Source: an optimization exercise on an open RTL-to-GDS flow (aim: small area). Production flows keep margins and buffers that such runs may drop.
In this exercise RTL edits were held to simulation tests only and were not proved equivalent to the original.
No activity file was given, so power comes from the tool's default toggle rates.

## run 1
// rtype_mc_datapath
module rtype_mc_datapath #(
    parameter int DATA_W = 32,
    parameter int NREGS  = 32
) (
    input  logic              clk,
    input  logic              reset,
    input  logic              instr_valid,
    output logic              instr_ready,
    input  logic [31:0]       instr,
    output logic [DATA_W-1:0] out,
    output logic [5:0]        op,
    output logic              zero,
    output logic              done,
    output logic              illegal,
    output logic              ovf,
    input  logic [4:0]        dbg_addr,
    output logic [DATA_W-1:0] dbg_data
);
Size in the first run: roughly 1100 flip-flops.
==> flow/config.mk <==
export PLATFORM = sky130hd
export DESIGN_NAME = rtype_mc_datapath
export DESIGN_NICKNAME = rtype_mc_datapath
export VERILOG_FILES = /design/flow/design.v
export SDC_FILE = /design/flow/constraint.sdc
export NUM_CORES = 4
export LEC_CHECK = 0
export CAP_MARGIN = 5
export CELL_PAD_IN_SITES_DETAIL_PLACEMENT = 1
export CELL_PAD_IN_SITES_GLOBAL_PLACEMENT = 2
export CORE_MARGIN = 2
export CORE_UTILIZATION = 65
export GPL_TIMING_DRIVEN = 0
export PLACE_DENSITY = 0.75
export SLEW_MARGIN = 5
export SYNTH_HIERARCHICAL = 1
export SYNTH_MINIMUM_KEEP_SIZE = 0
==> flow/constraint.sdc <==
create_clock -name core_clock -period 8.0 [get_ports {clk}]
set_input_delay 1.6000 -clock core_clock [delete_from_list [all_inputs] [get_ports {clk}]]
set_output_delay 1.6000 -clock core_clock [all_outputs]
set_load 0.01 [all_outputs]
standard.sh (not shown) runs the stock make flow with config.mk's settings and CLKGATE_MAP_FILE= SYNTH_SCRIPT=/design/flow/synth_recipe.tcl, a recipe that flattens the netlist after the stock synthesis.
==> flow/flow/run.sh <==
#!/bin/bash
# Standard ORFS layout with these changes: ports are buffered with buf_1 (the smallest
# buffer) instead of ORFS's default pick; synthesis buffers are removed at floorplan;
# before repair_design, drivers of nets with 10
# or more loads get drive strength 4 (flow/presize.tcl); CTS uses clkbuf_8 with sink
# clusters of up to 16 flip-flops within 50 um, and no dummy loads.
set -euo pipefail
here=$(pwd)
bash standard.sh synth > synth.log 2>&1
bash standard.sh finish \
  "BUFFER_PORTS_ARGS=-buffer_cell sky130_fd_sc_hd__buf_1" \
  "PRE_RESIZE_TCL=$here/flow/presize.tcl" \
  "REMOVE_ABC_BUFFERS=1" \
  "CTS_ARGS=-sink_clustering_enable -repair_clock_nets -dont_use_dummy_load -buf_list sky130_fd_sc_hd__clkbuf_8 -sink_clustering_size 16 -sink_clustering_max_diameter 50" \
  > layout.log 2>&1
==> flow/flow/presize.tcl <==
# Before repair_design: give each combinational driver of a net with 10 or more loads the
# _4 drive strength of its own cell, so the net needs no slew buffers.
set n_up 0
foreach inst [get_cells *] {
  set master [get_property $inst ref_name]
  if {![regexp {^(sky130_fd_sc_hd__[a-z0-9]+)_([0-9]+)$} $master -> base size]} { continue }
  if {[string match "*df*" $base] || [string match "*buf*" $base] || [string match "*inv*" $base]} { continue }
  if {$size >= 4} { continue }
  set fo 0
  foreach pin [get_pins -of_objects $inst -filter "direction==output"] {
    set net [get_nets -quiet -of_objects $pin]
    if {$net eq ""} { continue }
    set n [llength [get_pins -quiet -of_objects $net -filter "direction==input"]]
    if {$n > $fo} { set fo $n }
  }
  if {$fo < 10} { continue }
  set target [get_lib_cells -quiet */${base}_4]
  if {$target eq ""} { continue }
  replace_cell $inst [get_name $target]
  incr n_up
}
puts "presize: $n_up drivers set to drive strength 4"
The following lists how run 2 was set up differently from run 1:
-- flow/config.mk --
<<< run 1, line 12
export CORE_UTILIZATION = 65
>>> run 2, line 12
export CORE_UTILIZATION = 75
<<< run 1, line 14
export PLACE_DENSITY = 0.75
>>> run 2, line 14
export PLACE_DENSITY = 0.85
- Run 2 never completed; the flow aborted with a tool error in 3_1_place_gp_skip_io.
- Effective utilization at floorplan: run 2 vs run 1 up 9.8 points
- When run 2 is measured against run 1, its die span in x turns out 6.8% lower.
- Run 1 → run 2: number of unique standard cell types used by synthesis ~0 delta; floorplan die height -6.8%.
- From run 1 to run 2, share of synthesized area spent on multiplexers did not move at all.
- Reported for run 2 and run 1, mean area per synthesized cell turned out identical to the last digit.
- Run 2 vs run 1: number of cell rows down in run 2
Relative to run 2, the following input files were edited for run 3:
-- flow/flow/run.sh --
<<< run 2, line 6
# clusters of up to 16 flip-flops within 50 um, and no dummy loads.
>>> run 3, line 6
# clusters of up to 20 flip-flops within 50 um, and no dummy loads.
<<< run 2, line 14
  "CTS_ARGS=-sink_clustering_enable -repair_clock_nets -dont_use_dummy_load -buf_list sky130_fd_sc_hd__clkbuf_8 -sink_clustering_size 16 -sink_clustering_max_diameter 50" \
>>> run 3, line 14
  "CTS_ARGS=-sink_clustering_enable -repair_clock_nets -dont_use_dummy_load -buf_list sky130_fd_sc_hd__clkbuf_8 -sink_clustering_size 20 -sink_clustering_max_diameter 50" \
-- flow/config.mk --
<<< run 2, line 12
export CORE_UTILIZATION = 75
>>> run 3, line 12
export CORE_UTILIZATION = 50
<<< run 2, line 14
export PLACE_DENSITY = 0.85
>>> run 3, line 14
export PLACE_DENSITY = 0.6
### Flow results
Die width, run 3 and run 2, higher one = run 3.
Run 3 completed every stage of the flow, and the final layout passed the timing, DRC and antenna checks.
[run 3 vs run 2] number of standard-cell rows in the floorplan: higher in run 3
From run 2 to run 3, adder and majority gate portion of the synthesized area did not move at all.
Going from run 2 to run 3, count of flip-flops with a built-in enable after synthesis barely changed, die extent in y has increased.
diff inputs: run 3 => run 4
-- flow/flow/run.sh --
<<< run 3, line 6
# clusters of up to 20 flip-flops within 50 um, and no dummy loads.
>>> run 4, line 6
# clusters of up to 16 flip-flops within 50 um, and no dummy loads.
<<< run 3, line 14
  "CTS_ARGS=-sink_clustering_enable -repair_clock_nets -dont_use_dummy_load -buf_list sky130_fd_sc_hd__clkbuf_8 -sink_clustering_size 20 -sink_clustering_max_diameter 50" \
>>> run 4, line 14
  "CTS_ARGS=-sink_clustering_enable -repair_clock_nets -dont_use_dummy_load -buf_list sky130_fd_sc_hd__clkbuf_8 -sink_clustering_size 16 -sink_clustering_max_diameter 50" \
[summary]
- The cell with the largest stage delay on the worst path comes out sky130_fd_sc_hd__or3_1 in one run and sky130_fd_sc_hd__a222oi_1 in the other, namely in run 3 and run 4 respectively.
- Run 4 -> run 3: maximum number of buffers from clock root to sink delta 0, exact match
- Min final-layout clock-cell area share across run 3 and run 4: run 3
- Reported max-cap violation count came out exactly the same in run 3 and run 4.
- Taking run 3 as the reference, in run 4 total overflow reported by the global router roughly the same, number of non-filler instances in the completed layout roughly the same.
- Run 4 closes out successfully: all stages finished, all timing, DRC and antenna checks passed.
- Run 4 ended with more power attributed to the clock group than run 3.
- Re end-of-flow core utilization: run 3 and run 4 aren't equal, and the higher value belongs to run 4.
- Comparing run 4 with run 3, the area share of buffers outside the clock network came out essentially unchanged.

## static timing again, ports no longer ideal
In the flow no input, the clock included, has a driving cell. The finished layouts below were timed again as built, in two steps.
Step 1 sets driving cells, clkbuf_16 on the clock port and buf_2 on the other inputs (assumed; they add their load-dependent delay and slew).
Step 2 also shifts input and output timing later by t, the mid clock arrival at the registers, as if the neighbouring blocks saw the same clock.
Slacks: ideal / step 1 / step 2; pairs: ideal / step 1.
run	t, ns	setup WS [ns]	worst hold slack (ns)	pins driven straight from the clock port
run 1	0.744	0.295 / 0.273 / 0.273	0.330 / 0.330 / 0.330	1
run 3	0.738	0.536 / 0.506 / 0.506	0.295 / 0.295 / 0.295	1
run 4	0.742	0.601 / 0.570 / 0.570	0.294 / 0.294 / 0.294	1
After both steps setup and hold are still met in every run listed. The setup slack of run 4, which loses most, moves by -0.031 ns with the drivers and by -0.031 ns with both steps.
